This is an optimization exercise on Yosys and OpenROAD, whose aim is small area and a short achievable clock period, not a production implementation.
At most, simulation tests tie the RTL to the original design; equivalence was not proved.
No functional check of the RTL was part of run 4.
No activity file was given, so power comes from the tool's default toggle rates.

**flow/design.v**
```verilog
module tdisto_accum (
  input  logic        clk,
  input  logic        rst_n,
  input  logic        start,
  input  logic [15:0] tlambda,
  input  logic [31:0] sum_a,
  input  logic        done_a,
  input  logic [31:0] sum_b,
  input  logic        done_b,
  output logic        busy,
  output logic [31:0] disto,
  output logic        disto_valid,
  output logic        err
);
  localparam logic [1:0] S_IDLE = 2'd0;
  localparam logic [1:0] S_ACC  = 2'd1;
  localparam logic [1:0] S_MUL  = 2'd2;
  localparam logic [1:0] S_OUT  = 2'd3;
  function automatic logic [2:0] booth(input logic [2:0] b);
    booth[0] = b[1] ^ b[0];
    booth[1] = (b[2] & ~b[1] & ~b[0]) | (~b[2] & b[1] & b[0]);
    booth[2] = b[2] & ~(b[1] & b[0]);
  endfunction
  logic [1:0]  state_q;
  logic        pend_a_q, pend_b_q;
  logic        vld_q;
  logic [4:0]  cnt_q;
  logic        busy_q, disto_valid_q, err_q;
  logic [31:0] disto_q;
  logic [15:0] tl_q;
  logic [2:0]  neg_q, two_q, one_q;
  logic [2:0]  negn_q, twon_q, onen_q;
  logic [31:0] v_q;
  logic [30:0] acc_q;
  logic [3:0]  l_q;
  logic in_acc, in_mul, in_out;
  assign in_acc = (state_q == S_ACC);
  assign in_mul = (state_q == S_MUL);
  assign in_out = (state_q == S_OUT);
  logic consume;
  assign consume = in_acc & pend_a_q & pend_b_q;
  logic        a_wait, b_wait, a_next, b_next;
  logic [31:0] a_op, b_op;
  logic [32:0] diff;
  logic [27:0] dq;
  logic        zq;
  assign a_wait = pend_a_q & ~pend_b_q;
  assign b_wait = pend_b_q & ~pend_a_q;
  assign a_op   = a_wait ? v_q : sum_a;
  assign b_op   = b_wait ? v_q : sum_b;
  assign diff   = {a_op[31], a_op} - {b_op[31], b_op};
  assign a_next = done_a | a_wait;
  assign b_next = done_b | b_wait;
  assign dq     = v_q[27:0];
  assign zq     = v_q[28];
  logic        dneg;
  logic [27:0] mag_x;
  logic        mag_c;
  assign dneg  = dq[27];
  assign mag_x = dq ^ {28{dneg}};
  assign mag_c = dneg & zq;
  logic [31:0] acc_sum2;
  logic [30:0] acc_sum;
  assign acc_sum2 = {acc_q, mag_c} + {3'd0, mag_x, mag_c};
  assign acc_sum  = acc_sum2[31:1];
  logic [2:0] d0_s1, d1_s1, d2_s1, d0_s2, d1_s2, d2_s2, d0_s3, d1_s3, d2_s3;
  logic [2:0] d0_s1q, d1_s1q, d2_s1q;
  assign d0_s1 = booth({tlambda[1:0], 1'b0});
  assign d1_s1 = booth(tlambda[3:1]);
  assign d2_s1 = booth(tlambda[5:3]);
  assign d0_s1q = booth({tl_q[1:0], 1'b0});
  assign d1_s1q = booth(tl_q[3:1]);
  assign d2_s1q = booth(tl_q[5:3]);
  assign d0_s2 = booth(tl_q[7:5]);
  assign d1_s2 = booth(tl_q[9:7]);
  assign d2_s2 = booth(tl_q[11:9]);
  assign d0_s3 = booth(tl_q[13:11]);
  assign d1_s3 = booth(tl_q[15:13]);
  assign d2_s3 = booth({2'b00, tl_q[15]});
  logic [14:0] k_add;
  assign k_add = {d1_s3[2], 1'b0, d0_s3[2], 1'b0, d2_s2[2], 1'b0, d1_s2[2], 1'b1,
                  d0_s2[2], 1'b0, neg_q[2], 1'b0, neg_q[1], 1'b0, neg_q[0]};
  logic [32:0] addend;
  assign addend = in_acc ? {18'd0, k_add} : {v_q[31], v_q};
  logic [31:0] ax, ax2, pp0, pp1, pp2;
  assign ax  = {1'b0, acc_q};
  assign ax2 = {ax[30:0], 1'b0};
  assign pp0[15:0]  = (({16{one_q[0]}} & ax[15:0]) | ({16{two_q[0]}} & ax2[15:0])) ^ {16{neg_q[0]}};
  assign pp1[15:0]  = (({16{one_q[1]}} & ax[15:0]) | ({16{two_q[1]}} & ax2[15:0])) ^ {16{neg_q[1]}};
  assign pp2[15:0]  = (({16{one_q[2]}} & ax[15:0]) | ({16{two_q[2]}} & ax2[15:0])) ^ {16{neg_q[2]}};
  assign pp0[31:16] = (({16{~onen_q[0]}} & ax[31:16]) | ({16{~twon_q[0]}} & ax2[31:16])) ^ {16{~negn_q[0]}};
  assign pp1[31:16] = (({16{~onen_q[1]}} & ax[31:16]) | ({16{~twon_q[1]}} & ax2[31:16])) ^ {16{~negn_q[1]}};
  assign pp2[31:16] = (({16{~onen_q[2]}} & ax[31:16]) | ({16{~twon_q[2]}} & ax2[31:16])) ^ {16{~negn_q[2]}};
  logic fs0, fc0;
  logic fs1, fc1;
  logic fs2, fc2;
  logic fs3, fc3;
  logic fs4, fc4;
  logic fs5, fc5;
  logic fs6, fc6;
  logic fs7, fc7;
  logic fs8, fc8;
  logic fs9, fc9;
  logic fs10, fc10;
  logic fs11, fc11;
  logic fs12, fc12;
  logic fs13, fc13;
  logic fs14, fc14;
  logic fs15, fc15;
  logic fs16, fc16;
  logic fs17, fc17;
  logic fs18, fc18;
  logic fs19, fc19;
  logic fs20, fc20;
  logic fs21, fc21;
  logic fs22, fc22;
  logic fs23, fc23;
  logic fs24, fc24;
  logic fs25, fc25;
  logic fs26, fc26;
  logic fs27, fc27;
  logic fs28, fc28;
  logic fs29, fc29;
  logic fs30, fc30;
  logic fs31, fc31;
  logic fs32, fc32;
  logic fs33, fc33;
  logic fs34, fc34;
  logic fs35, fc35;
  logic fs36, fc36;
  logic fs37, fc37;
  logic fs38, fc38;
  logic fs39, fc39;
  logic fs40, fc40;
  logic fs41, fc41;
  logic fs42, fc42;
  logic fs43, fc43;
  logic fs44, fc44;
  logic fs45, fc45;
  logic fs46, fc46;
  logic fs47, fc47;
  logic fs48, fc48;
  logic fs49, fc49;
  logic fs50, fc50;
  logic fs51, fc51;
  logic fs52, fc52;
  logic fs53, fc53;
  logic fs54, fc54;
  logic fs55, fc55;
  logic fs56, fc56;
  logic fs57, fc57;
  logic fs58, fc58;
  logic fs59, fc59;
  logic fs60, fc60;
  logic fs61, fc61;
  logic fs62, fc62;
  logic fs63, fc63;
  assign fs0 = addend[2] ^ pp0[2] ^ pp1[0];
  assign fc0 = (addend[2] & pp0[2]) | (addend[2] & pp1[0]) | (pp0[2] & pp1[0]);
  assign fs1 = addend[3] ^ pp0[3] ^ pp1[1];
  assign fc1 = (addend[3] & pp0[3]) | (addend[3] & pp1[1]) | (pp0[3] & pp1[1]);
  assign fs2 = addend[4] ^ pp0[4] ^ pp1[2];
  assign fc2 = (addend[4] & pp0[4]) | (addend[4] & pp1[2]) | (pp0[4] & pp1[2]);
  assign fs3 = pp2[0] ^ fc1 ^ fs2;
  assign fc3 = (pp2[0] & fc1) | (pp2[0] & fs2) | (fc1 & fs2);
  assign fs4 = addend[5] ^ pp0[5] ^ pp1[3];
  assign fc4 = (addend[5] & pp0[5]) | (addend[5] & pp1[3]) | (pp0[5] & pp1[3]);
  assign fs5 = pp2[1] ^ fc2 ^ fs4;
  assign fc5 = (pp2[1] & fc2) | (pp2[1] & fs4) | (fc2 & fs4);
  assign fs6 = addend[6] ^ pp0[6] ^ pp1[4];
  assign fc6 = (addend[6] & pp0[6]) | (addend[6] & pp1[4]) | (pp0[6] & pp1[4]);
  assign fs7 = pp2[2] ^ fc4 ^ fs6;
  assign fc7 = (pp2[2] & fc4) | (pp2[2] & fs6) | (fc4 & fs6);
  assign fs8 = addend[7] ^ pp0[7] ^ pp1[5];
  assign fc8 = (addend[7] & pp0[7]) | (addend[7] & pp1[5]) | (pp0[7] & pp1[5]);
  assign fs9 = pp2[3] ^ fc6 ^ fs8;
  assign fc9 = (pp2[3] & fc6) | (pp2[3] & fs8) | (fc6 & fs8);
  assign fs10 = addend[8] ^ pp0[8] ^ pp1[6];
  assign fc10 = (addend[8] & pp0[8]) | (addend[8] & pp1[6]) | (pp0[8] & pp1[6]);
  assign fs11 = pp2[4] ^ fc8 ^ fs10;
  assign fc11 = (pp2[4] & fc8) | (pp2[4] & fs10) | (fc8 & fs10);
  assign fs12 = addend[9] ^ pp0[9] ^ pp1[7];
  assign fc12 = (addend[9] & pp0[9]) | (addend[9] & pp1[7]) | (pp0[9] & pp1[7]);
  assign fs13 = pp2[5] ^ fc10 ^ fs12;
  assign fc13 = (pp2[5] & fc10) | (pp2[5] & fs12) | (fc10 & fs12);
  assign fs14 = addend[10] ^ pp0[10] ^ pp1[8];
  assign fc14 = (addend[10] & pp0[10]) | (addend[10] & pp1[8]) | (pp0[10] & pp1[8]);
  assign fs15 = pp2[6] ^ fc12 ^ fs14;
  assign fc15 = (pp2[6] & fc12) | (pp2[6] & fs14) | (fc12 & fs14);
  assign fs16 = addend[11] ^ pp0[11] ^ pp1[9];
  assign fc16 = (addend[11] & pp0[11]) | (addend[11] & pp1[9]) | (pp0[11] & pp1[9]);
  assign fs17 = pp2[7] ^ fc14 ^ fs16;
  assign fc17 = (pp2[7] & fc14) | (pp2[7] & fs16) | (fc14 & fs16);
  assign fs18 = addend[12] ^ pp0[12] ^ pp1[10];
  assign fc18 = (addend[12] & pp0[12]) | (addend[12] & pp1[10]) | (pp0[12] & pp1[10]);
  assign fs19 = pp2[8] ^ fc16 ^ fs18;
  assign fc19 = (pp2[8] & fc16) | (pp2[8] & fs18) | (fc16 & fs18);
  assign fs20 = addend[13] ^ pp0[13] ^ pp1[11];
  assign fc20 = (addend[13] & pp0[13]) | (addend[13] & pp1[11]) | (pp0[13] & pp1[11]);
  assign fs21 = pp2[9] ^ fc18 ^ fs20;
  assign fc21 = (pp2[9] & fc18) | (pp2[9] & fs20) | (fc18 & fs20);
  assign fs22 = addend[14] ^ pp0[14] ^ pp1[12];
  assign fc22 = (addend[14] & pp0[14]) | (addend[14] & pp1[12]) | (pp0[14] & pp1[12]);
  assign fs23 = pp2[10] ^ fc20 ^ fs22;
  assign fc23 = (pp2[10] & fc20) | (pp2[10] & fs22) | (fc20 & fs22);
  assign fs24 = addend[15] ^ pp0[15] ^ pp1[13];
  assign fc24 = (addend[15] & pp0[15]) | (addend[15] & pp1[13]) | (pp0[15] & pp1[13]);
  assign fs25 = pp2[11] ^ fc22 ^ fs24;
  assign fc25 = (pp2[11] & fc22) | (pp2[11] & fs24) | (fc22 & fs24);
  assign fs26 = addend[16] ^ pp0[16] ^ pp1[14];
  assign fc26 = (addend[16] & pp0[16]) | (addend[16] & pp1[14]) | (pp0[16] & pp1[14]);
  assign fs27 = pp2[12] ^ fc24 ^ fs26;
  assign fc27 = (pp2[12] & fc24) | (pp2[12] & fs26) | (fc24 & fs26);
  assign fs28 = addend[17] ^ pp0[17] ^ pp1[15];
  assign fc28 = (addend[17] & pp0[17]) | (addend[17] & pp1[15]) | (pp0[17] & pp1[15]);
  assign fs29 = pp2[13] ^ fc26 ^ fs28;
  assign fc29 = (pp2[13] & fc26) | (pp2[13] & fs28) | (fc26 & fs28);
  assign fs30 = addend[18] ^ pp0[18] ^ pp1[16];
  assign fc30 = (addend[18] & pp0[18]) | (addend[18] & pp1[16]) | (pp0[18] & pp1[16]);
  assign fs31 = pp2[14] ^ fc28 ^ fs30;
  assign fc31 = (pp2[14] & fc28) | (pp2[14] & fs30) | (fc28 & fs30);
  assign fs32 = addend[19] ^ pp0[19] ^ pp1[17];
  assign fc32 = (addend[19] & pp0[19]) | (addend[19] & pp1[17]) | (pp0[19] & pp1[17]);
  assign fs33 = pp2[15] ^ fc30 ^ fs32;
  assign fc33 = (pp2[15] & fc30) | (pp2[15] & fs32) | (fc30 & fs32);
  assign fs34 = addend[20] ^ pp0[20] ^ pp1[18];
  assign fc34 = (addend[20] & pp0[20]) | (addend[20] & pp1[18]) | (pp0[20] & pp1[18]);
  assign fs35 = pp2[16] ^ fc32 ^ fs34;
  assign fc35 = (pp2[16] & fc32) | (pp2[16] & fs34) | (fc32 & fs34);
  assign fs36 = addend[21] ^ pp0[21] ^ pp1[19];
  assign fc36 = (addend[21] & pp0[21]) | (addend[21] & pp1[19]) | (pp0[21] & pp1[19]);
  assign fs37 = pp2[17] ^ fc34 ^ fs36;
  assign fc37 = (pp2[17] & fc34) | (pp2[17] & fs36) | (fc34 & fs36);
  assign fs38 = addend[22] ^ pp0[22] ^ pp1[20];
  assign fc38 = (addend[22] & pp0[22]) | (addend[22] & pp1[20]) | (pp0[22] & pp1[20]);
  assign fs39 = pp2[18] ^ fc36 ^ fs38;
  assign fc39 = (pp2[18] & fc36) | (pp2[18] & fs38) | (fc36 & fs38);
  assign fs40 = addend[23] ^ pp0[23] ^ pp1[21];
  assign fc40 = (addend[23] & pp0[23]) | (addend[23] & pp1[21]) | (pp0[23] & pp1[21]);
  assign fs41 = pp2[19] ^ fc38 ^ fs40;
  assign fc41 = (pp2[19] & fc38) | (pp2[19] & fs40) | (fc38 & fs40);
  assign fs42 = addend[24] ^ pp0[24] ^ pp1[22];
  assign fc42 = (addend[24] & pp0[24]) | (addend[24] & pp1[22]) | (pp0[24] & pp1[22]);
  assign fs43 = pp2[20] ^ fc40 ^ fs42;
  assign fc43 = (pp2[20] & fc40) | (pp2[20] & fs42) | (fc40 & fs42);
  assign fs44 = addend[25] ^ pp0[25] ^ pp1[23];
  assign fc44 = (addend[25] & pp0[25]) | (addend[25] & pp1[23]) | (pp0[25] & pp1[23]);
  assign fs45 = pp2[21] ^ fc42 ^ fs44;
  assign fc45 = (pp2[21] & fc42) | (pp2[21] & fs44) | (fc42 & fs44);
  assign fs46 = addend[26] ^ pp0[26] ^ pp1[24];
  assign fc46 = (addend[26] & pp0[26]) | (addend[26] & pp1[24]) | (pp0[26] & pp1[24]);
  assign fs47 = pp2[22] ^ fc44 ^ fs46;
  assign fc47 = (pp2[22] & fc44) | (pp2[22] & fs46) | (fc44 & fs46);
  assign fs48 = addend[27] ^ pp0[27] ^ pp1[25];
  assign fc48 = (addend[27] & pp0[27]) | (addend[27] & pp1[25]) | (pp0[27] & pp1[25]);
  assign fs49 = pp2[23] ^ fc46 ^ fs48;
  assign fc49 = (pp2[23] & fc46) | (pp2[23] & fs48) | (fc46 & fs48);
  assign fs50 = addend[28] ^ pp0[28] ^ pp1[26];
  assign fc50 = (addend[28] & pp0[28]) | (addend[28] & pp1[26]) | (pp0[28] & pp1[26]);
  assign fs51 = pp2[24] ^ fc48 ^ fs50;
  assign fc51 = (pp2[24] & fc48) | (pp2[24] & fs50) | (fc48 & fs50);
  assign fs52 = addend[29] ^ pp0[29] ^ pp1[27];
  assign fc52 = (addend[29] & pp0[29]) | (addend[29] & pp1[27]) | (pp0[29] & pp1[27]);
  assign fs53 = pp2[25] ^ fc50 ^ fs52;
  assign fc53 = (pp2[25] & fc50) | (pp2[25] & fs52) | (fc50 & fs52);
  assign fs54 = addend[30] ^ pp0[30] ^ pp1[28];
  assign fc54 = (addend[30] & pp0[30]) | (addend[30] & pp1[28]) | (pp0[30] & pp1[28]);
  assign fs55 = pp2[26] ^ fc52 ^ fs54;
  assign fc55 = (pp2[26] & fc52) | (pp2[26] & fs54) | (fc52 & fs54);
  assign fs56 = addend[31] ^ pp0[31] ^ pp1[29];
  assign fc56 = (addend[31] & pp0[31]) | (addend[31] & pp1[29]) | (pp0[31] & pp1[29]);
  assign fs57 = pp2[27] ^ fc54 ^ fs56;
  assign fc57 = (pp2[27] & fc54) | (pp2[27] & fs56) | (fc54 & fs56);
  assign fs58 = ~neg_q[0] ^ ~addend[32] ^ pp1[30];
  assign fc58 = (~neg_q[0] & ~addend[32]) | (~neg_q[0] & pp1[30]) | (~addend[32] & pp1[30]);
  assign fs59 = pp2[28] ^ fc56 ^ fs58;
  assign fc59 = (pp2[28] & fc56) | (pp2[28] & fs58) | (fc56 & fs58);
  assign fs60 = 1'b1 ^ pp1[31] ^ pp2[29];
  assign fc60 = (1'b1 & pp1[31]) | (1'b1 & pp2[29]) | (pp1[31] & pp2[29]);
  assign fs61 = fc58 ^ fs60 ^ fc59;
  assign fc61 = (fc58 & fs60) | (fc58 & fc59) | (fs60 & fc59);
  assign fs62 = ~neg_q[1] ^ pp2[30] ^ fc60;
  assign fc62 = (~neg_q[1] & pp2[30]) | (~neg_q[1] & fc60) | (pp2[30] & fc60);
  assign fs63 = 1'b1 ^ pp2[31] ^ fc62;
  assign fc63 = (1'b1 & pp2[31]) | (1'b1 & fc62) | (pp2[31] & fc62);
  logic [37:0] row_s, row_c, x;
  assign row_s = {1'b1, ~neg_q[2], fs63, fc61, fs61, fc57, fc55, fc53, fc51, fc49, fc47, fc45, fc43, fc41, fc39, fc37, fc35, fc33, fc31, fc29, fc27, fc25, fc23, fc21, fc19, fc17, fc15, fc13, fc11, fc9, fc7, fc5, fc3, fs3, fc0, fs0, addend[1], addend[0]};
  assign row_c = {1'b0, fc63, 1'b0, fs62, 1'b0, fs59, fs57, fs55, fs53, fs51, fs49, fs47, fs45, fs43, fs41, fs39, fs37, fs35, fs33, fs31, fs29, fs27, fs25, fs23, fs21, fs19, fs17, fs15, fs13, fs11, fs9, fs7, fs5, 1'b0, fs1, 1'b0, pp0[1], pp0[0]};
  assign x = row_s + row_c;
  logic [6:0] hs, hc, hx;
  logic       c28, nz0, nz1, sat;
  assign hs  = row_s[34:28];
  assign hc  = row_c[34:28];
  assign hx  = hs ^ hc;
  assign c28 = x[28] ^ row_s[28] ^ row_c[28];
  assign nz0 = (hx != {hs[5:0] | hc[5:0], 1'b0});
  assign nz1 = ~&hx;
  assign sat = c28 ? nz1 : nz0;
  logic [31:0] disto_res;
  assign disto_res = {x[27:0], l_q} | {32{sat}};
  logic acc_done;
  assign acc_done = in_acc & vld_q & cnt_q[4];
  logic [2:0] dig0_d, dig1_d, dig2_d;
  always_comb begin
    if (start) begin
      dig0_d = d0_s1;  dig1_d = d1_s1;  dig2_d = d2_s1;
    end else if (acc_done) begin
      dig0_d = d0_s2;  dig1_d = d1_s2;  dig2_d = d2_s2;
    end else if (in_mul) begin
      dig0_d = d0_s3;  dig1_d = d1_s3;  dig2_d = d2_s3;
    end else begin
      dig0_d = d0_s1q; dig1_d = d1_s1q; dig2_d = d2_s1q;
    end
  end
  always_ff @(posedge clk) begin
    if (!rst_n) begin
      state_q       <= S_IDLE;
      pend_a_q      <= 1'b0;
      pend_b_q      <= 1'b0;
      vld_q         <= 1'b0;
      busy_q        <= 1'b0;
      disto_valid_q <= 1'b0;
      err_q         <= 1'b0;
      disto_q       <= 32'd0;
    end else begin
      busy_q        <= start | (state_q != S_IDLE);
      disto_valid_q <= ~start & in_out;
      vld_q         <= ~start & consume;
      if (start) begin
        state_q  <= S_ACC;
        pend_a_q <= 1'b0;
        pend_b_q <= 1'b0;
        err_q    <= 1'b0;
      end else begin
        case (state_q)
          S_ACC: begin
            if (acc_done) state_q <= S_MUL;
            pend_a_q <= done_a | (pend_a_q & ~consume);
            pend_b_q <= done_b | (pend_b_q & ~consume);
            if ((done_a & pend_a_q & ~consume) | (done_b & pend_b_q & ~consume))
              err_q <= 1'b1;
          end
          S_MUL: state_q <= S_OUT;
          S_OUT: begin
            state_q <= S_IDLE;
            disto_q <= disto_res;
          end
          default: ;
        endcase
      end
    end
  end
  always_ff @(posedge clk) begin
    if (start) tl_q <= tlambda;
    {neg_q[0], two_q[0], one_q[0]} <= dig0_d;
    {neg_q[1], two_q[1], one_q[1]} <= dig1_d;
    {neg_q[2], two_q[2], one_q[2]} <= dig2_d;
    {negn_q[0], twon_q[0], onen_q[0]} <= ~dig0_d;
    {negn_q[1], twon_q[1], onen_q[1]} <= ~dig1_d;
    {negn_q[2], twon_q[2], onen_q[2]} <= ~dig2_d;
    if (cnt_q[4])            v_q <= x[37:6];
    else if (a_next & b_next) v_q <= {3'd0, ~|diff[4:0], diff[32:5]};
    else if (a_next)         v_q <= a_op;
    else                     v_q <= b_op;
    if (start) begin
      acc_q <= 31'd0;
      cnt_q <= 5'd0;
    end else if (consume & ~cnt_q[4]) begin
      acc_q <= acc_sum;
      cnt_q <= cnt_q + 5'd1;
    end
    l_q <= x[5:2];
  end
  assign busy        = busy_q;
  assign disto       = disto_q;
  assign disto_valid = disto_valid_q;
  assign err         = err_q;
endmodule
```
**flow/flow/run.sh**
```bash
#!/bin/bash
# The standard layout, with plain buffers on the ports instead of the
# delay-cell buffers that buffer_ports picks by default.
set -euo pipefail
export BUFFER_PORTS_ARGS="-buffer_cell sky130_fd_sc_hd__buf_1"
bash standard.sh finish > standard_flow.log 2>&1
```
**flow/standard.sh**
```bash
#!/bin/bash
# synth_recipe.tcl (not shown) runs the flow's synth.tcl, then flattens the netlist and writes it again
# the make line also repeats each setting of config.mk as NAME=value (left out here)
make -C /OpenROAD-flow-scripts/flow DESIGN_CONFIG=/design/flow/config.mk WORK_HOME=/design/flow/orfs CLKGATE_MAP_FILE= SYNTH_SCRIPT=/design/flow/synth_recipe.tcl "${@:-finish}"
```
**flow/config.mk**
```make
export PLATFORM = sky130hd
export DESIGN_NAME = tdisto_accum
export DESIGN_NICKNAME = tdisto_accum
export VERILOG_FILES = /design/flow/design.v
export SDC_FILE = /design/flow/constraint.sdc
export NUM_CORES = 4
export LEC_CHECK = 0
export CAP_MARGIN = 0
export CORE_MARGIN = 2
export CORE_UTILIZATION = 60
export SETUP_SLACK_MARGIN = 2.5
export SLEW_MARGIN = 0
```
**flow/constraint.sdc**
```tcl
create_clock -name core_clock -period 7.0 [get_ports {clk}]
set_input_delay 1.4000 -clock core_clock [delete_from_list [all_inputs] [get_ports {clk}]]
set_output_delay 1.4000 -clock core_clock [all_outputs]
set_load 0.01 [all_outputs]
```
==> flow_summary_export.csv, run 1 <==
group,metric,value,unit
status,status,"complete, no violations",
timing,worst_pin_slew,1.32,ns
synthesis,postSynthCellCount,1821,
power_and_ir_drop,powerDensity,299,mW/mm²
detailed_routing,avgRoutedWirePerCell,20.0,µm
global_route,grt_pass1_vias,13300,
floorplan,dieWidth,162,µm
setup_path,crit_family,"compound AO/OA/AOI/OAI gates",
clock_tree,cts_tree,"done",
timing,post-route-period-util,0.629,
timing,setup_tns,0,ns
cells_and_area,diodes,0,
clock_tree,clk_pin_slew,0.07,ns
detailed_routing,via_per_inst,6.25,
placed_design,place.gp.congestion,0.951,
floorplan,coreArea,0.0243,mm²
synthesis,syn-num-nets,2080,
synthesis,synth.most_common_cell,"nand2_1",
timing,slew_headroom,0.119,
detailed_routing,drt_iter0_drc,1208,
setup_path,crit_fanout,5,
timing,max_freq,227,MHz
placed_design,io_buffers,119,
setup_path,worst_r2r_endpoint,"v_q[20]",
setup_path,crit_path_end_kind,"register",
setup_path,startpoint,"tl_q[8]",
synthesis,yosysWarnings,1,
synthesis,synth_edf_count,16,
synthesis,ys_seq_area_frac,0.207,
synthesis,synthFlopType,"dfxtp_1",
setup_path,max_stage_delay,0.54,ns
synthesis,synth_top_area_share,0.175,
power_and_ir_drop,total_power,5.02,mW
detailed_routing,drc_errors,0,
clock_tree,clk_path_buf_depth,2,
clock_tree,cts_hold_buf,0,
setup_path,worst-r2r-setup-slack,2.60,ns
detailed_routing,drt_wl_total,44.7,mm
detailed_routing,firstDrtPassIters,6,
floorplan,rows,57,
power_and_ir_drop,ir_worst_vdd,0.255,mV
floorplan,io_pins,120,
synthesis,avgSynthCellArea,8.17,µm²
timing,maxSlewViolCount,0,
global_route,grt_max_degree,61,
detailed_routing,num_vias,14000,
synthesis,synthDistinctLibCells,79,
floorplan,start_util,0.612,
global_route,antenna_found_initial,1,
timing,finClkSkew,0.0139,ns
timing,hold_viol,0,
global_route,grt_pass1_wl,69.3,mm
synthesis,netlist_top_cells_count,"nand2_1 (158), a21oi_1 (151), inv_1 (147), dfxtp_1 (130), xnor2_1 (117)",
placed_design,place_hpwl,33.3,mm
floorplan,die_h,162,µm
setup_path,cp_num_buf_inv,1,
synthesis,yosys-top-cells-area,"dfxtp_1 (17%), ha_1 (9.2%), fa_1 (8.6%), xnor2_1 (6.9%), xor2_1 (5.4%)",
setup_path,reg2reg_depth,17,
setup_path,cp-start-kind,"register",
cells_and_area,fin_nets,2160,
clock_tree,cts.sinks,146,
global_route,grt_remaining_overflow,0,
clock_tree,numCtsBuffers,17,
setup_path,cpMaxStageDelayCell,"fa_1",
synthesis,yosysTopAreaCell,"dfxtp_1",
power_and_ir_drop,power.leakage,7.10,nW
timing,finalSetupViolations,0,
synthesis,synth-async-reset-ratio,0,
clock_tree,cts.root.buffer_cell,"clkbuf_16",
floorplan,die-area,0.0261,mm²
global_route,grt.total_usage,0.336,
setup_path,cp.required,7.30,ns
hold_path,hold_path_end,"disto_q[2]",
synthesis,ys_ff_latch,146,
timing,grt_setup_unrepaired,"false",
detailed_routing,drtAntennaViolNets,0,
synthesis,synth_area,0.0149,mm²
cells_and_area,syn2layout_area_growth,12.6,%
clock_tree,h-tree-depth,4,
job,max_cap_viol_count,0,
hold_path,holdPathStages,2,
hold_path,min_from,"l_q[2]",
cells_and_area,drive_gt1_frac,0.111,
setup_path,crit_chain,"ha_2, nand2b_4, nor2_4, a21oi_2, fa_1, inv_2, fa_1, ha_4, o21ai_2, nand2b_1, and2_4, o311a_4, a221o_1, a221o_1, o41a_1, xnor2_2, a21oi_1",
hold_path,hold_class,"register to register",
timing,min_period,4.40,ns
setup_path,crit_arrival,4.70,ns
setup_path,r2r-start,"tl_q[8]",
setup_path,worstSetupPathType,"register to register",
clock_tree,clk_latency,0.44,ns
layout by cell type (no fill, tap or decap), types with 7 or more instances in the layout:
master and n:
nor2b_1 7, o21a_1 16, o211ai_1 17, a22oi_1 48, ha_1 95, inv_1 145, dfxtp_2 16, o21ai_0 80
mux2i_1 44, nand4_1 14, buf_4 39, a21o_1 30, ha_2 9, o22ai_1 48, a21oi_1 143, nand3_1 39
fa_1 64, buf_1 118, xor2_1 91, nor3_1 24, xnor2_1 114, nor2_1 81, dfxtp_4 7, a211o_1 9
nor3b_1 8, o31a_1 8, mux2_2 31, a31oi_1 13, edfxtp_1 16, a211oi_1 28, nand2_1 155, o21bai_1 7
and3_1 10, and2_1 20, nand2b_1 18, dfxtp_1 107, clkbuf_16 19
worst max path at each step:
| stage | endpoint | slack, ns | cells past startpoint |
|---|---|---|---|
| floorplan | v_q[20] | 2.56 | 16 |
| global placement | disto_q[3] | 1.76 | 16 |
| detailed placement | disto_q[3] | 1.62 | 16 |
| CTS | v_q[20] | 2.51 | 17 |
| global route | v_q[20] | 2.44 | 17 |
| finish | v_q[20] | 2.60 | 17 |
sequential cells by signal (all words and copies together), names as in the netlist, 2 cells and up:
name     flops
disto_q     32
tl_q        16
acc_q       31
cnt_q        5
l_q          4
negn_q       3
one_q        3
v_q         32
onen_q       3
neg_q        3
two_q        3
state_q      2
twon_q       3
area by class of cell:
type,count,area [µm²]
clock inverters,14,163
repair buffers,162,822
clock buffers,18,429
fillers,2101,7560
flip-flops and latches,146,3130
well taps,324,405
inverters,151,569
multi-input cells,1423,11200
tightest hold or removal path, cell delays in order (launching register included):
cell and delay (ns):
dfxtp_1 0.30, inv_1 0.05, a21oi_1 0.05
cell families after synthesis:
| kind of cell | synth area share |
|---|---|
| and+or+nand+nor | 0.137 |
| buffers and inverters | 0.0644 |
| muxes | 0.0537 |
| AOI/OAI and AO/OA | 0.237 |
| xor gates and xnor gates | 0.122 |
| DFF | 0.207 |
| adders and majority gates | 0.179 |
routing by layer:
layer  GRT usage  vias up  routed length (µm)
li1            -     6624                   -
met1       0.417     6665               18400
met2       0.569      553               21400
met3      0.0488      139                2670
met4       0.170        2                2270
met5           0        -                  13
metrics by stage:
step	area (µm²)	util	setup slack, ns	std cells	hold WS, ns
2_1_floorplan	14900	-	2.56	1821	0.409
3_3_place_gp	15500	0.636	1.76	2176	0.420
3_5_place_dp	15500	0.636	1.62	2176	0.422
4_1_cts	16200	0.666	2.51	2214	0.431
5_1_grt	16800	0.689	2.44	2238	0.450
6_report	16800	0.689	2.60	2238	0.434
timing repair:
action                     CTS  global route
pin swaps                    1            23
buffers inserted             6            21
setup endpoints to repair   53            44
cloned                       0             3
gates resized for setup     36            91
report_power, final:
| group | internal, mW | leakage (nW) | switching [mW] | total, mW |
|---|---|---|---|---|
| combinational | 1.27 | 5.58 | 1.72 | 2.99 |
| sequential | 0.913 | 1.23 | 0.146 | 1.06 |
| clock | 0.537 | 0.287 | 0.425 | 0.961 |
| total | 2.72 | 7.10 | 2.29 | 5.02 |
==> run 2, diff against run 1 <==
--- a/flow/config.mk
+++ b/flow/config.mk
@@ -5,8 +5,9 @@
 export SDC_FILE = /design/flow/constraint.sdc
 export NUM_CORES = 4
 export LEC_CHECK = 0
-export CAP_MARGIN = 0
+export CAP_MARGIN = 20
 export CORE_MARGIN = 2
 export CORE_UTILIZATION = 60
 export SETUP_SLACK_MARGIN = 2.5
-export SLEW_MARGIN = 0
+export SLEW_MARGIN = 20
+export TNS_END_PERCENT = 5
==> run 2 against run 1 <==
Net effect:
- still clean
- flip-flop and latch count stayed put
- routed wire length hardly changed
- global-route usage hardly changed
- area after synthesis stayed put
- combinational power hardly changed
- final cell count hardly changed
- worst hold slack hardly changed
- total power is 0.24% lower
- fmax is 0.26% lower
- sequential power hardly changed
- first-iteration DRC count is 6.9% lower
- highest routed layer unchanged
==> flow_summary_export.csv, run 2 <==
group,metric,value,unit
synthesis,postSynthCellCount,1821,
synthesis,yosysWarnings,1,
placed_design,place_hpwl,33.3,mm
clock_tree,cts.sinks,146,
job,max_cap_viol_count,0,
timing,grt_setup_unrepaired,"true",
synthesis,yosys-top-cells-area,"dfxtp_1 (17%), ha_1 (9.2%), fa_1 (8.6%), xnor2_1 (6.9%), xor2_1 (5.4%)",
global_route,grt_max_degree,61,
timing,min_period,4.41,ns
synthesis,synth_xor_area_frac,0.122,
detailed_routing,drtAntennaViolNets,0,
placed_design,place.gp.congestion,0.951,
clock_tree,clk_pin_slew,0.07,ns
detailed_routing,drc_errors,0,
setup_path,crit_fanout,5,
synthesis,ys_seq_area_frac,0.207,
cells_and_area,top_regs,"disto_q (32), v_q (32), acc_q (31)",
timing,slew_headroom,0.353,
setup_path,cp-start-kind,"register",
clock_tree,numCtsBuffers,17,
cells_and_area,multi_input_area,0.0112,mm²
cells_and_area,syn2layout_area_growth,12.3,%
power_and_ir_drop,powerDensity,299,mW/mm²
synthesis,avgSynthCellArea,8.17,µm²
setup_path,worstSetupPathType,"register to register",
setup_path,crit_path_end_kind,"register",
clock_tree,clk_latency,0.44,ns
clock_tree,cts_hold_buf,0,
synthesis,netlist_top_cells_count,"nand2_1 (158), a21oi_1 (151), inv_1 (147), dfxtp_1 (130), xnor2_1 (117)",
synthesis,synth.most_common_cell,"nand2_1",
clock_tree,clk_path_buf_depth,2,
setup_path,crit_arrival,4.71,ns
cells_and_area,final_cell_mix,"nand2_1 (155), inv_1 (145), a21oi_1 (143)",
floorplan,io_pins,120,
cells_and_area,drive_gt1_frac,0.108,
detailed_routing,firstDrtPassIters,9,
clock_tree,cts.root.buffer_cell,"clkbuf_16",
power_and_ir_drop,intPower,2.72,mW
synthesis,synth-compound-area-share,0.237,
power_and_ir_drop,p_switching,2.29,mW
power_and_ir_drop,p_seq_frac,0.212,
timing,setup_ws,2.59,ns
synthesis,synth_top_family_by_area,"compound AO/OA/AOI/OAI gates",
setup_path,cpMaxStageDelayCell,"fa_1",
floorplan,dieWidth,162,µm
synthesis,syn-num-nets,2080,
cells_and_area,fillCellCount,2117,
timing,hold_viol,0,
synthesis,synth_area,0.0149,mm²
global_route,grt_pass1_vias,13300,
setup_path,cp.required,7.30,ns
cells_and_area,diodes,0,
detailed_routing,via_per_inst,6.25,
setup_path,cp_num_buf_inv,1,
synthesis,synthFlopType,"dfxtp_1",
detailed_routing,avgRoutedWirePerCell,20.0,µm
cells_and_area,stdcell_count,2236,
timing,worst_pin_slew,0.969,ns
timing,finClkSkew,0.0138,ns
setup_path,max_stage_delay,0.52,ns
timing,setup_tns,0,ns
setup_path,crit_family,"compound AO/OA/AOI/OAI gates",
cells_and_area,seqCellArea,0.00313,mm²
power_and_ir_drop,power_frac_comb,0.596,
global_route,grt.total_usage,0.336,
global_route,use_met1,0.417,
floorplan,die_h,162,µm
synthesis,synth-async-reset-ratio,0,
clock_tree,cts_tree,"done",
hold_path,hold_class,"register to register",
global_route,busiest_layer,"met2",
synthesis,yosysTopAreaCell,"dfxtp_1",
power_and_ir_drop,p_sw_frac,0.457,
status,status,"complete, no violations",
global_route,grt_remaining_overflow,0,
detailed_routing,drt_iter0_drc,1125,
synthesis,synthDistinctLibCells,79,
floorplan,start_util,0.612,
global_route,use_met3,0.0485,
synthesis,synthAdderAreaFrac,0.179,
power_and_ir_drop,power.leakage,7.08,nW
floorplan,coreArea,0.0243,mm²
placed_design,dpl_worst_slack,1.62,ns
global_route,antenna_found_initial,1,
global_route,grt_pass1_wl,69.2,mm
synthesis,synth_edf_count,16,
floorplan,rows,57,
synthesis,synth_top_area_share,0.175,
placed_design,post-place-cells,2176,
global_route,grt_use_met2,0.569,
timing,finalSetupViolations,0,
synthesis,ys_ff_latch,146,
floorplan,die-area,0.0261,mm²
placed_design,io_buffers,119,
synthesis,synthSimpleGateAreaFrac,0.137,
timing,max_freq,227,MHz
detailed_routing,drt_wl_total,44.7,mm
cells_and_area,fin_nets,2158,
cells_and_area,final_common_cell,"nand2_1",
power_and_ir_drop,p_clk_frac,0.192,
synthesis,muxShareOfSynthArea,0.0537,
setup_path,crit_chain,"ha_2, nand2b_4, nor2_4, a21oi_2, fa_1, fa_1, inv_1, ha_1, o21ai_2, nand2b_1, and2_4, o311a_4, a221o_1, a221o_1, o41a_1, xnor2_2, a21oi_1",
power_and_ir_drop,ir_worst_vdd,0.257,mV
clock_tree,h-tree-depth,4,
timing,post-route-period-util,0.630,
detailed_routing,num_vias,14000,
timing,maxSlewViolCount,0,
-- run 2: cell counts after synthesis --
Identical to the previous run, type by type.
-- run 2: kinds of logic (layout without fill, tap and decap cells) --
family,count (synthesis),after routing
fa+ha+maj,174,174
simple gates,426,427
flops,146,146
compound gates,538,538
mux,76,76
xor+xnor,208,208
buf+inv,253,343
-- run 2: final cells by class --
cell class | count | area share
Clock inverter | 14 | 0.00973
Multi-Input combinational cell | 1423 | 0.672
Timing Repair Buffer | 160 | 0.0473
Clock buffer | 18 | 0.0257
Tap cell | 324 | 0.0243
Sequential cell | 146 | 0.187
Inverter | 151 | 0.0341
-- run 2: final timing paths --
check | from | to | slack [ns] | depth (start not counted)
setup / recovery | tl_q[8] | v_q[20] | 2.59 | 17
hold / removal | l_q[0] | disto_q[0] | 0.43 | 2
setup reg to reg | tl_q[8] | v_q[20] | 2.59 | 17
hold reg to reg | l_q[0] | disto_q[0] | 0.43 | 2
-- run 2: worst min-delay path, stage by stage, from the launching register on --
cell and delay, ns:
dfxtp_1 0.30, inv_1 0.04, a21oi_1 0.05
-- run 2: layer usage --
metal  up-vias  wire, µm
li1       6615         -
met5         -        13
met3       136      2440
met2       540     21400
met1      6678     18500
met4         2      2310
-- run 2: power by group through the flow --
stage / combinational, mW / clock (mW) / sequential [mW]
after global routing: 3.29 / 0.999 / 1.06
final: 2.98 / 0.961 / 1.06
after floorplan: 2.07 / 0 / 0.973
after detailed placement: 2.58 / 0 / 1.07
after global placement: 2.55 / 0 / 1.07
after CTS: 2.64 / 0.963 / 1.05
-- run 2: timing repair --
item                                   CTS  global route
cloned                                   0             2
setup endpoints to repair               53            51
endpoints found under the hold margin    0             0
gates resized for setup                 25            96
pin swaps                                1            23
buffers inserted                         5            21
-- run 2: through the flow --
stage               power [mW]  cell area, µm²  hold WS [ns]   util
floorplan                 3.04           14900         0.409      -
global placement          3.62           15500         0.420  0.636
finish                    5.00           16700         0.434  0.687
detailed placement        3.65           15500         0.422  0.636
global route              5.35           16700         0.450  0.687
CTS                       4.66           16200         0.431  0.665
==> run 3, diff against run 2 <==
--- a/flow/config.mk
+++ b/flow/config.mk
@@ -10,4 +10,3 @@
 export CORE_UTILIZATION = 60
 export SETUP_SLACK_MARGIN = 2.5
 export SLEW_MARGIN = 20
-export TNS_END_PERCENT = 5
==> run 3 against run 2 <==
Net effect:
- clock power down 0.4%
- final cell count fell by 0.22%
- critical endpoint unchanged
- total power fell by 2.2%
- fmax up 0.58%
- non-clock buffer count is 5 lower
- count of clock-buffer cells in the layout did not move
- still clean
- combinational power is 3% lower
- routed wire length fell by 1.4%
- synthesized cell count is the same
- critical path type unchanged
- sequential share of layout area rose by 0.13 points
- highest routed layer unchanged
- first-iteration DRC count decreased by 7.6%
- core utilization down 0.63 points
==> flow_summary_export.csv, run 3 <==
group,metric,value,unit
synthesis,netlist_top_cells_count,"nand2_1 (158), a21oi_1 (151), inv_1 (147), dfxtp_1 (130), xnor2_1 (117)",
synthesis,avgSynthCellArea,8.17,µm²
cells_and_area,syn2layout_area_growth,11.2,%
global_route,use_met1,0.417,
clock_tree,clk_latency,0.44,ns
status,status,"complete, no violations",
cells_and_area,stdcell_count,2231,
clock_tree,numCtsBuffers,17,
clock_tree,cts_tree,"done",
global_route,grt_remaining_overflow,0,
timing,min_period,4.39,ns
synthesis,synthFlopType,"dfxtp_1",
timing,setup_tns,0,ns
global_route,grt_use_met2,0.569,
timing,slew_headroom,0.354,
timing,finClkSkew,0.0134,ns
clock_tree,cts.sinks,146,
hold_path,hold_class,"register to register",
floorplan,die-area,0.0261,mm²
synthesis,synth.most_common_cell,"nand2_1",
global_route,use_met3,0.0488,
global_route,grt_pass1_wl,69.3,mm
setup_path,crit_arrival,4.67,ns
placed_design,place_hpwl,33.3,mm
global_route,busiest_layer,"met2",
floorplan,coreArea,0.0243,mm²
timing,finalSetupViolations,0,
clock_tree,h-tree-depth,4,
power_and_ir_drop,ir_worst_vdd,0.256,mV
detailed_routing,num_vias,13800,
timing,maxSlewViolCount,0,
global_route,grt.total_usage,0.336,
synthesis,synth-async-reset-ratio,0,
cells_and_area,final_cell_mix,"nand2_1 (157), inv_1 (147), a21oi_1 (145)",
synthesis,syn-num-nets,2080,
detailed_routing,drc_errors,0,
synthesis,yosysWarnings,1,
floorplan,die_h,162,µm
cells_and_area,fin_nets,2153,
timing,max_freq,228,MHz
synthesis,postSynthCellCount,1821,
detailed_routing,drtAntennaViolNets,0,
detailed_routing,avgRoutedWirePerCell,19.8,µm
setup_path,crit_fanout,22,
detailed_routing,drt_iter0_drc,1040,
synthesis,synth_area,0.0149,mm²
cells_and_area,final_common_cell,"nand2_1",
detailed_routing,firstDrtPassIters,7,
clock_tree,clk_path_buf_depth,2,
global_route,antenna_found_initial,1,
setup_path,cp.required,7.28,ns
floorplan,dieWidth,162,µm
setup_path,cp-start-kind,"register",
synthesis,yosysTopAreaCell,"dfxtp_1",
power_and_ir_drop,powerDensity,296,mW/mm²
job,max_cap_viol_count,0,
cells_and_area,top_regs,"disto_q (32), v_q (32), acc_q (31)",
timing,worst_pin_slew,0.968,ns
synthesis,yosys-top-cells-area,"dfxtp_1 (17%), ha_1 (9.2%), fa_1 (8.6%), xnor2_1 (6.9%), xor2_1 (5.4%)",
cells_and_area,drive_gt1_frac,0.0991,
synthesis,synthDistinctLibCells,79,
synthesis,ys_ff_latch,146,
synthesis,ys_seq_area_frac,0.207,
detailed_routing,via_per_inst,6.20,
power_and_ir_drop,power.leakage,7.04,nW
cells_and_area,fillCellCount,2138,
timing,post-route-period-util,0.627,
floorplan,io_pins,120,
setup_path,crit_path_end_kind,"register",
setup_path,worstSetupPathType,"register to register",
floorplan,rows,57,
timing,grt_setup_unrepaired,"true",
global_route,grt_pass1_vias,13300,
power_and_ir_drop,total_power,4.89,mW
synthesis,synth_edf_count,16,
cells_and_area,diodes,0,
timing,hold_viol,0,
global_route,grt_max_degree,61,
floorplan,start_util,0.612,
placed_design,post-place-cells,2176,
synthesis,synth_top_area_share,0.175,
placed_design,io_buffers,119,
clock_tree,clk_pin_slew,0.07,ns
clock_tree,cts.root.buffer_cell,"clkbuf_16",
placed_design,place.gp.congestion,0.951,
detailed_routing,drt_wl_total,44.1,mm
==> run 3: cell counts after synthesis <==
No cell type changed its count.
==> run 3: per-layer routing <==
layer  vias to the layer above  wire, µm  part of all wire
met5                         -        13           0.00030
met4                         2      2430             0.055
met3                       138      2370             0.054
met2                       500     21000              0.48
met1                      6572     18200              0.41
li1                       6612         -                 -
==> run 3: cell families after synthesis <==
group | count (synthesis) | synth area share
AND/OR/NAND/NOR | 426 | 0.137
AO/OA/AOI/OAI | 538 | 0.237
flip-flops | 146 | 0.207
XOR/XNOR | 208 | 0.122
buffers and inverters | 253 | 0.0644
multiplexers | 76 | 0.0537
adder cells (fa/ha/maj) | 174 | 0.179
==> run 3: report_power, final <==
group	total [mW]	internal, mW	switching [mW]
Combinational	2.88	1.21	1.67
Clock	0.957	0.537	0.420
Sequential	1.06	0.914	0.145
Total	4.89	2.66	2.23
==> run 3: cell type report <==
class,count,area (µm²),share of cell area
tap,324,405,0.0245
clock inverter,14,163,0.00982
inverter,151,569,0.0344
timing repair buffer,155,734,0.0444
clock buffer,18,429,0.0259
multi-input combinational,1423,11100,0.672
sequential,146,3120,0.189
==> run 3: worst max-delay path, stage by stage (launching register included) <==
cell	delay, ns
dfxtp_2	0.35
nand2b_4	0.16
buf_12	0.16
and2_1	0.18
fa_1	0.54
inv_1	0.05
fa_1	0.47
inv_1	0.05
ha_2	0.33
a21oi_2	0.19
o21ai_0	0.13
a31oi_1	0.23
o21ai_0	0.13
a221o_1	0.34
a221o_1	0.34
o41a_1	0.36
xnor2_2	0.16
a21oi_1	0.08
==> run 3: worst paths after layout <==
check | from | endpoint | slack [ns] | depth (start not counted)
min | l_q[2] | disto_q[2] | 0.43 | 2
min reg2reg | l_q[2] | disto_q[2] | 0.43 | 2
max reg2reg | state_q[1] | v_q[20] | 2.61 | 17
max | state_q[1] | v_q[20] | 2.61 | 17
==> run 3: what timing repair did <==
action	CTS	global route
hold buffers	0	0
gates cloned	0	1
setup endpoints to repair	53	44
gates resized for setup	36	60
setup buffers	6	16
pin swaps	1	8
==> run 3: per-stage QoR <==
stage / area, µm² / utilization / hold slack [ns] / setup slack (ns)
floorplan: 14900 / - / 0.409 / 2.56
finish: 16600 / 0.681 / 0.434 / 2.61
CTS: 16200 / 0.666 / 0.431 / 2.51
global placement: 15500 / 0.636 / 0.420 / 1.76
global route: 16600 / 0.681 / 0.450 / 2.43
detailed placement: 15500 / 0.636 / 0.422 / 1.62
==> run 4, diff against run 3 <==
--- a/flow/design.v
+++ b/flow/design.v
@@ -81,7 +81,7 @@
   assign k_add = {d1_s3[2], 1'b0, d0_s3[2], 1'b0, d2_s2[2], 1'b0, d1_s2[2], 1'b1,
                   d0_s2[2], 1'b0, neg_q[2], 1'b0, neg_q[1], 1'b0, neg_q[0]};
   logic [32:0] addend;
-  assign addend = in_acc ? {18'd0, k_add} : {v_q[31], v_q};
+  assign addend = {v_q[31], v_q};
   logic [31:0] ax, ax2, pp0, pp1, pp2;
   assign ax  = {1'b0, acc_q};
   assign ax2 = {ax[30:0], 1'b0};
@@ -359,6 +359,7 @@
     {negn_q[1], twon_q[1], onen_q[1]} <= ~dig1_d;
     {negn_q[2], twon_q[2], onen_q[2]} <= ~dig2_d;
     if (cnt_q[4])            v_q <= x[37:6];
+    else if (consume & (cnt_q[3:0] == 4'd15)) v_q <= {17'd0, k_add};
     else if (a_next & b_next) v_q <= {3'd0, ~|diff[4:0], diff[32:5]};
     else if (a_next)         v_q <= a_op;
     else                     v_q <= b_op;
==> run 4 against run 3 <==
Net effect:
- total power up 9.8%
- first-iteration DRC count grew 6.1%
- sequential power hardly changed
- synthesized cell count decreased by 1.4%
- area after synthesis fell by 0.72%
- sequential share of layout area up 0.11 points
- worst setup slack got worse by 0.21 ns
- core utilization is 0.23 points higher
- die area fell by 0.70%
- non-clock buffer count fell by 7
- via count up 1.8%
- final cell count decreased by 0.85%
- largest power group unchanged
- highest routed layer unchanged
==> flow_summary_export.csv, run 4 <==
group,metric,value,unit
timing,finalSetupViolations,0,
detailed_routing,drtAntennaViolNets,0,
clock_tree,clk_latency,0.44,ns
timing,setup_ws,2.40,ns
clock_tree,cts.sinks,146,
timing,worst_pin_slew,0.998,ns
placed_design,place.gp.congestion,1.03,
detailed_routing,drt_wl_total,47.5,mm
setup_path,reg2reg_depth,16,
clock_tree,cts.root.buffer_cell,"clkbuf_16",
global_route,grt_pass1_wl,73.5,mm
synthesis,yosys-top-cells-area,"dfxtp_1 (18%), ha_1 (9.3%), fa_1 (8.7%), xnor2_1 (7.1%), xor2_1 (4.9%)",
synthesis,synth-async-reset-ratio,0,
hold_path,holdPathStages,2,
timing,max_freq,218,MHz
power_and_ir_drop,power.leakage,6.91,nW
timing,maxSlewViolCount,0,
cells_and_area,fin_util,0.683,
cells_and_area,stdcell_area,0.0166,mm²
detailed_routing,drc_errors,0,
synthesis,synthFlopType,"dfxtp_1",
global_route,antenna_found_initial,1,
synthesis,postSynthCellCount,1795,
setup_path,worst_r2r_endpoint,"disto_q[31]",
global_route,grt.total_usage,0.362,
setup_path,cpMaxStageDelayCell,"dfxtp_4",
clock_tree,numCtsBuffers,17,
cells_and_area,fin_nets,2134,
detailed_routing,via_per_inst,6.36,
global_route,grt_pass1_vias,13700,
floorplan,dieWidth,161,µm
power_and_ir_drop,ir_worst_vdd,0.222,mV
setup_path,max_stage_delay,0.50,ns
power_and_ir_drop,powerDensity,324,mW/mm²
floorplan,die-area,0.0259,mm²
setup_path,crit_fanout,15,
status,status,"complete, no violations",
cells_and_area,diodes,0,
timing,hold_viol,0,
synthesis,synthDistinctLibCells,81,
setup_path,cp.required,7.37,ns
cells_and_area,syn2layout_area_growth,12.1,%
global_route,grt_max_degree,77,
cells_and_area,final_cell_mix,"nand2_1 (155), a21oi_1 (143), inv_1 (138)",
placed_design,dpl_worst_slack,1.93,ns
cells_and_area,fillCellCount,2098,
detailed_routing,num_vias,14100,
floorplan,rows,57,
timing,post-route-period-util,0.656,
synthesis,synth_area,0.0148,mm²
setup_path,crit_chain,"a22oi_1, xnor2_1, fa_1, inv_1, fa_1, inv_1, ha_2, o21ai_0, a211oi_2, o21ai_2, o311ai_4, a31oi_4, xnor3_2, mux2i_4, nand2b_4, o221a_1",
placed_design,place_hpwl,35.5,mm
hold_path,hold_path_end,"cnt_q[1]",
setup_path,crit_arrival,4.97,ns
clock_tree,clk_path_buf_depth,2,
synthesis,avgSynthCellArea,8.23,µm²
clock_tree,h-tree-depth,4,
timing,min_period,4.60,ns
timing,finClkSkew,0.0173,ns
setup_path,crit_family,"compound AO/OA/AOI/OAI gates",
placed_design,post-place-cells,2163,
synthesis,yosysTopAreaCell,"dfxtp_1",
setup_path,worst-r2r-setup-slack,2.40,ns
hold_path,min_from,"cnt_q[1]",
floorplan,io_pins,120,
detailed_routing,firstDrtPassIters,6,
clock_tree,cts_tree,"done",
cells_and_area,stdcell_count,2212,
hold_path,hold_class,"register to register",
setup_path,crit_path_end_kind,"register",
setup_path,r2r-start,"two_q[1]",
detailed_routing,avgRoutedWirePerCell,21.5,µm
cells_and_area,top_regs,"disto_q (32), v_q (32), acc_q (31)",
synthesis,ys_ff_latch,146,
synthesis,synth.most_common_cell,"nand2_1",
timing,grt_setup_unrepaired,"true",
clock_tree,clk_pin_slew,0.07,ns
placed_design,placed_cell_area,0.0154,mm²
synthesis,netlist_top_cells_count,"nand2_1 (156), a21oi_1 (145), inv_1 (141), dfxtp_1 (130), xnor2_1 (120)",
floorplan,start_util,0.609,
synthesis,syn-num-nets,2054,
synthesis,synth_edf_count,16,
cells_and_area,final_common_cell,"nand2_1",
detailed_routing,drt_iter0_drc,1103,
job,max_cap_viol_count,0,
cells_and_area,drive_gt1_frac,0.108,
synthesis,yosysWarnings,1,
setup_path,cp_num_buf_inv,2,
setup_path,cp-start-kind,"register",
floorplan,coreArea,0.0242,mm²
setup_path,worstSetupPathType,"register to register",
floorplan,die_h,161,µm
placed_design,io_buffers,119,
global_route,grt_remaining_overflow,0,
synthesis,synth_top_area_share,0.176,
synthesis,ys_seq_area_frac,0.209,
timing,setup_tns,0,ns
timing,slew_headroom,0.335,
-- run 4: cell types whose count changed in the layout (fill, tap and decap cells not counted), sizes merged, moves of 7 or more --
cell	previous run	this run
a21o	30	46
and2	22	7
buf	154	147
mux2	31	24
mux2i	45	30
nand3	40	21
nor2	84	111
o21ai	91	99
o221a	4	22
xor2	91	83
-- run 4: tightest hold or removal path, delay by kind of cell (launching register included) --
kind	cells	cell delay (ns)
AO/OA/AOI/OAI	1	0.05
flip-flops	1	0.33
AND/OR/NAND/NOR	1	0.06
-- run 4: where the power goes --
group          internal [mW]  switching, mW
Combinational           1.34           1.98
Clock                  0.531          0.460
Sequential             0.914          0.151
-- run 4: routing by layer --
layer	track usage	vias up	share of wire
li1	-	6594	-
met1	0.455	6713	0.41
met2	0.620	630	0.48
met3	0.0449	129	0.065
met4	0.168	2	0.048
met5	0	-	0.00030
-- run 4: final cells by class --
type | instances | area (µm²) | share of cell area
inverters | 143 | 539 | 0.0326
flip-flops and latches | 146 | 3140 | 0.190
well taps | 324 | 405 | 0.0245
clock inverters | 14 | 156 | 0.00944
repair buffers | 148 | 677 | 0.0409
multi-input cells | 1419 | 11200 | 0.676
clock buffers | 18 | 450 | 0.0272
-- run 4: cell families (layout without fill, tap and decap cells) --
group	after synthesis	in the layout	share of synthesized area
mux	54	54	0.0386
flops	146	146	0.209
compound gates	570	570	0.259
simple gates	414	417	0.131
fa+ha+maj	174	174	0.180
buf+inv	233	323	0.0609
xor+xnor	204	204	0.122
-- run 4: how the worst max path moves through the flow --
stage / startpoint / to / slack, ns / cells after the start
after global routing: two_q[1] / disto_q[15] / 2.31 / 16
after global placement: neg_q[1] / disto_q[1] / 2.08 / 15
after CTS: acc_q[15] / disto_q[1] / 2.51 / 17
after floorplan: one_q[0] / disto_q[12] / 2.50 / 19
final: two_q[1] / disto_q[31] / 2.40 / 16
after detailed placement: neg_q[0] / disto_q[1] / 1.93 / 15
-- run 4: timing repair --
action / CTS / global route
hold buffers: 0 / 0
endpoints found under the setup margin: 45 / 47
buffers inserted: 4 / 10
pin swaps: 3 / 34
gates resized for setup: 50 / 67
gates cloned: 3 / 0
-- run 4: metrics by stage --
stage	hold slack [ns]	total power [mW]
after floorplan	0.449	3.22
after global placement	0.464	3.97
after detailed placement	0.471	4.00
after CTS	0.479	5.11
after global routing	0.502	5.70
final	0.480	5.37
==> run 5, diff against run 4 <==
--- a/flow/design.v
+++ b/flow/design.v
@@ -23,7 +23,6 @@
   endfunction
   logic [1:0]  state_q;
   logic        pend_a_q, pend_b_q;
-  logic        vld_q;
   logic [4:0]  cnt_q;
   logic        busy_q, disto_valid_q, err_q;
   logic [31:0] disto_q;
@@ -299,7 +298,7 @@
   logic [31:0] disto_res;
   assign disto_res = {x[27:0], l_q} | {32{sat}};
   logic acc_done;
-  assign acc_done = in_acc & vld_q & cnt_q[4];
+  assign acc_done = in_acc & cnt_q[4];
   logic [2:0] dig0_d, dig1_d, dig2_d;
   always_comb begin
     if (start) begin
@@ -317,7 +316,6 @@
       state_q       <= S_IDLE;
       pend_a_q      <= 1'b0;
       pend_b_q      <= 1'b0;
-      vld_q         <= 1'b0;
       busy_q        <= 1'b0;
       disto_valid_q <= 1'b0;
       err_q         <= 1'b0;
@@ -325,7 +323,6 @@
     end else begin
       busy_q        <= start | (state_q != S_IDLE);
       disto_valid_q <= ~start & in_out;
-      vld_q         <= ~start & consume;
       if (start) begin
         state_q  <= S_ACC;
         pend_a_q <= 1'b0;
--- a/flow/config.mk
+++ b/flow/config.mk
@@ -8,5 +8,7 @@
 export CAP_MARGIN = 20
 export CORE_MARGIN = 2
 export CORE_UTILIZATION = 60
+export CTS_CLUSTER_DIAMETER = 120
+export CTS_CLUSTER_SIZE = 30
 export SETUP_SLACK_MARGIN = 2.5
 export SLEW_MARGIN = 20
==> run 5 against run 4 <==
Net effect:
- first-iteration DRC count grew 13%
- sequential share of layout area is 0.19 points higher
- count of clock-buffer cells in the layout fell by 1
- flip-flop and latch count fell by 1
- worst hold slack worse by 0.029 ns
- total power is 0.33% higher
- cell area decreased by 2.0%
- non-clock buffer count shrank 6
- core utilization decreased by 1.2 points
- die area decreased by 0.48%
- clock power hardly changed
==> flow_summary_export.csv, run 5 <==
group,metric,value,unit
timing,setup_tns,0,ns
global_route,antenna_found_initial,1,
setup_path,cpMaxStageDelayCell,"fa_1",
cells_and_area,fin_nets,2154,
setup_path,cp.required,7.34,ns
job,max_cap_viol_count,0,
clock_tree,cts_hold_buf,0,
cells_and_area,syn2layout_area_growth,10.4,%
timing,min_period,4.31,ns
synthesis,synth.most_common_cell,"nand2_1",
cells_and_area,drive_gt1_frac,0.0854,
setup_path,crit_path_end_kind,"register",
synthesis,avgSynthCellArea,8.05,µm²
setup_path,cp_num_buf_inv,1,
timing,post-route-period-util,0.616,
synthesis,synth_edf_count,16,
timing,finalSetupViolations,0,
floorplan,dieWidth,161,µm
setup_path,crit_family,"compound AO/OA/AOI/OAI gates",
clock_tree,numCtsBuffers,17,
floorplan,io_pins,120,
synthesis,ys_ff_latch,145,
placed_design,place.gp.congestion,0.997,
synthesis,synth_area,0.0147,mm²
synthesis,yosysTopAreaCell,"dfxtp_1",
setup_path,crit_chain,"a22oi_2, xor2_1, fa_1, fa_1, inv_1, ha_1, nor2b_1, o211ai_2, a21oi_1, or3b_1, a21o_1, a21o_1, a221oi_2, xor2_2, a211oi_2",
cells_and_area,final_common_cell,"nand2_1",
floorplan,rows,57,
placed_design,io_buffers,119,
synthesis,yosysWarnings,1,
floorplan,die_h,161,µm
synthesis,synthFlopType,"dfxtp_1",
detailed_routing,firstDrtPassIters,6,
floorplan,die-area,0.0258,mm²
timing,grt_setup_unrepaired,"false",
global_route,grt_remaining_overflow,0,
status,status,"complete, no violations",
clock_tree,clk_path_buf_depth,2,
global_route,grt_pass1_vias,13600,
floorplan,start_util,0.608,
clock_tree,clk_pin_slew,0.08,ns
setup_path,crit_arrival,4.65,ns
cells_and_area,top_regs,"disto_q (32), v_q (32), acc_q (31)",
synthesis,netlist_top_cells_count,"nand2_1 (163), a21oi_1 (143), inv_1 (137), dfxtp_1 (129), nor2_1 (124)",
hold_path,hold_class,"register to register",
detailed_routing,drc_errors,0,
global_route,grt.total_usage,0.362,
synthesis,yosys-top-cells-area,"dfxtp_1 (18%), ha_1 (9.4%), fa_1 (8.7%), xnor2_1 (7.3%), xor2_1 (5.0%)",
synthesis,ys_seq_area_frac,0.208,
synthesis,syn-num-nets,2085,
power_and_ir_drop,ir_worst_vdd,0.194,mV
detailed_routing,drt_iter0_drc,1250,
synthesis,postSynthCellCount,1826,
cells_and_area,final_cell_mix,"nand2_1 (163), a21oi_1 (140), inv_1 (136)",
setup_path,max_stage_delay,0.49,ns
power_and_ir_drop,total_power,5.39,mW
clock_tree,cts.sinks,145,
detailed_routing,drtAntennaViolNets,0,
placed_design,place_hpwl,35.9,mm
global_route,grt_pass1_wl,73.0,mm
setup_path,crit_fanout,16,
synthesis,synth-async-reset-ratio,0,
clock_tree,clk_latency,0.45,ns
clock_tree,h-tree-depth,4,
detailed_routing,avgRoutedWirePerCell,21.1,µm
setup_path,worstSetupPathType,"register to register",
synthesis,synthDistinctLibCells,85,
timing,slew_headroom,0.341,
timing,worst_pin_slew,0.985,ns
floorplan,coreArea,0.0242,mm²
timing,finClkSkew,0.0158,ns
global_route,grt_max_degree,72,
cells_and_area,diodes,0,
clock_tree,cts.root.buffer_cell,"clkbuf_16",
timing,max_freq,232,MHz
detailed_routing,via_per_inst,6.29,
setup_path,cp-start-kind,"register",
timing,maxSlewViolCount,0,
power_and_ir_drop,power.leakage,6.72,nW
power_and_ir_drop,powerDensity,332,mW/mm²
timing,hold_viol,0,
synthesis,synth_top_area_share,0.176,
detailed_routing,num_vias,14000,
clock_tree,cts_tree,"done",
detailed_routing,drt_wl_total,47.2,mm
[run 5: cell types whose count changed after synthesis, moves of 7 or more]
cell / change
o21a_1: -8
nand3_1: +11
o21ai_0: +17
a21o_1: -8
nor2b_1: +7
nand2_1: +7
o221a_1: -20
nor3_1: +18
nor2_1: +13
[run 5: metrics by stage]
stage | instance area [µm²] | util | instances | setup WS, ns | hold slack (ns)
final | 16200 | 0.671 | 2232 | 2.69 | 0.450
after global routing | 16200 | 0.671 | 2232 | 2.50 | 0.471
after floorplan | 14700 | - | 1826 | 2.65 | 0.424
after CTS | 16000 | 0.663 | 2226 | 2.50 | 0.458
after global placement | 15300 | 0.634 | 2192 | 1.81 | 0.433
after detailed placement | 15300 | 0.635 | 2192 | 1.64 | 0.444
[run 5: kinds of logic after synthesis]
logic type	Yosys count	share of synthesized area
AOI/OAI and AO/OA	549	0.245
and+or+nand+nor	469	0.147
buffers and inverters	235	0.0612
xor gates and xnor gates	206	0.123
adders and majority gates	174	0.181
DFF	145	0.208
muxes	48	0.0347
[run 5: metal layers]
layer / track usage / vias to the layer above / wire length [µm]
li1: - / 6604 / -
met1: 0.454 / 6680 / 19300
met2: 0.604 / 617 / 22100
met3: 0.0535 / 143 / 3230
met4: 0.192 / 2 / 2570
met5: 0 / - / 11
[run 5: final timing paths]
path	slack, ns	end	cells past startpoint	start
worst max register to register	2.69	v_q[12]	15	one_q[1]
worst max-delay path	2.69	v_q[12]	15	one_q[1]
worst min register to register	0.45	disto_q[2]	2	l_q[2]
worst min-delay path	0.45	disto_q[2]	2	l_q[2]
[run 5: worst reg2reg max path: stages (launching register included)]
cell and delay [ns]:
dfxtp_4 0.41, a22oi_2 0.22, xor2_1 0.20, fa_1 0.45, fa_1 0.49, inv_1 0.04, ha_1 0.32, nor2b_1 0.15
o211ai_2 0.19, a21oi_1 0.14, or3b_1 0.43, a21o_1 0.20, a21o_1 0.22, a221oi_2 0.32, xor2_2 0.16, a211oi_2 0.28
[run 5: final cells by class]
type | instances | area, µm²
Timing Repair Buffer | 142 | 637
Clock buffer | 17 | 425
Sequential cell | 145 | 3110
Multi-Input combinational cell | 1449 | 10900
Clock inverter | 15 | 191
Tap cell | 324 | 405
Inverter | 140 | 528
Fill cell | 2115 | 7950
[run 5: power breakdown]
group | internal (mW) | switching [mW]
Sequential | 0.910 | 0.143
Clock | 0.547 | 0.464
Combinational | 1.25 | 2.08
[run 5: timing repair]
action,CTS,global route
endpoints found under the setup margin,47,47
resized for setup,21,40
pin swaps,1,7
gates cloned,0,3
setup buffers,2,3

==> afterwards: timing with drivers on the ports <==
Ports are ideal in the flow. The routed layouts listed here were re-timed in OpenROAD. Step 1, drivers: a clkbuf_16 drives clk and a buf_2 each remaining input, both assumed. Step 2 adds t to the input delays and takes it off the output delays; t is the mean of the earliest and latest rising clock arrival at the registers after step 1. Input paths then give back, and output paths get back, about the clock's delay inside the block. a / b / c = ideal ports / drivers / drivers and shift; a / b = the first two.
| run | shift t [ns] | setup slack, ns | hold WS [ns] | worst register clock-pin slew, ns | worst data-port slew with drivers (ns) |
|---|---|---|---|---|---|
| run 1 | 0.488 | 2.600 / 2.600 / 2.499 | 0.434 / 0.434 / 0.434 | 0.07 / 0.07 | 0.04 |
| run 2 | 0.487 | 2.588 / 2.588 / 2.525 | 0.434 / 0.434 / 0.434 | 0.07 / 0.07 | 0.04 |
| run 3 | 0.482 | 2.613 / 2.613 / 2.513 | 0.434 / 0.434 / 0.434 | 0.07 / 0.07 | 0.04 |
| run 4 | 0.483 | 2.405 / 2.405 / 2.405 | 0.480 / 0.480 / 0.480 | 0.08 / 0.08 | 0.06 |
| run 5 | 0.493 | 2.690 / 2.690 / 2.497 | 0.450 / 0.450 / 0.450 | 0.08 / 0.08 | 0.05 |
After both steps every run listed still meets setup and hold. The setup slack of run 5, which loses most, moves by 0.000 ns with the drivers and by -0.193 ns with both steps.
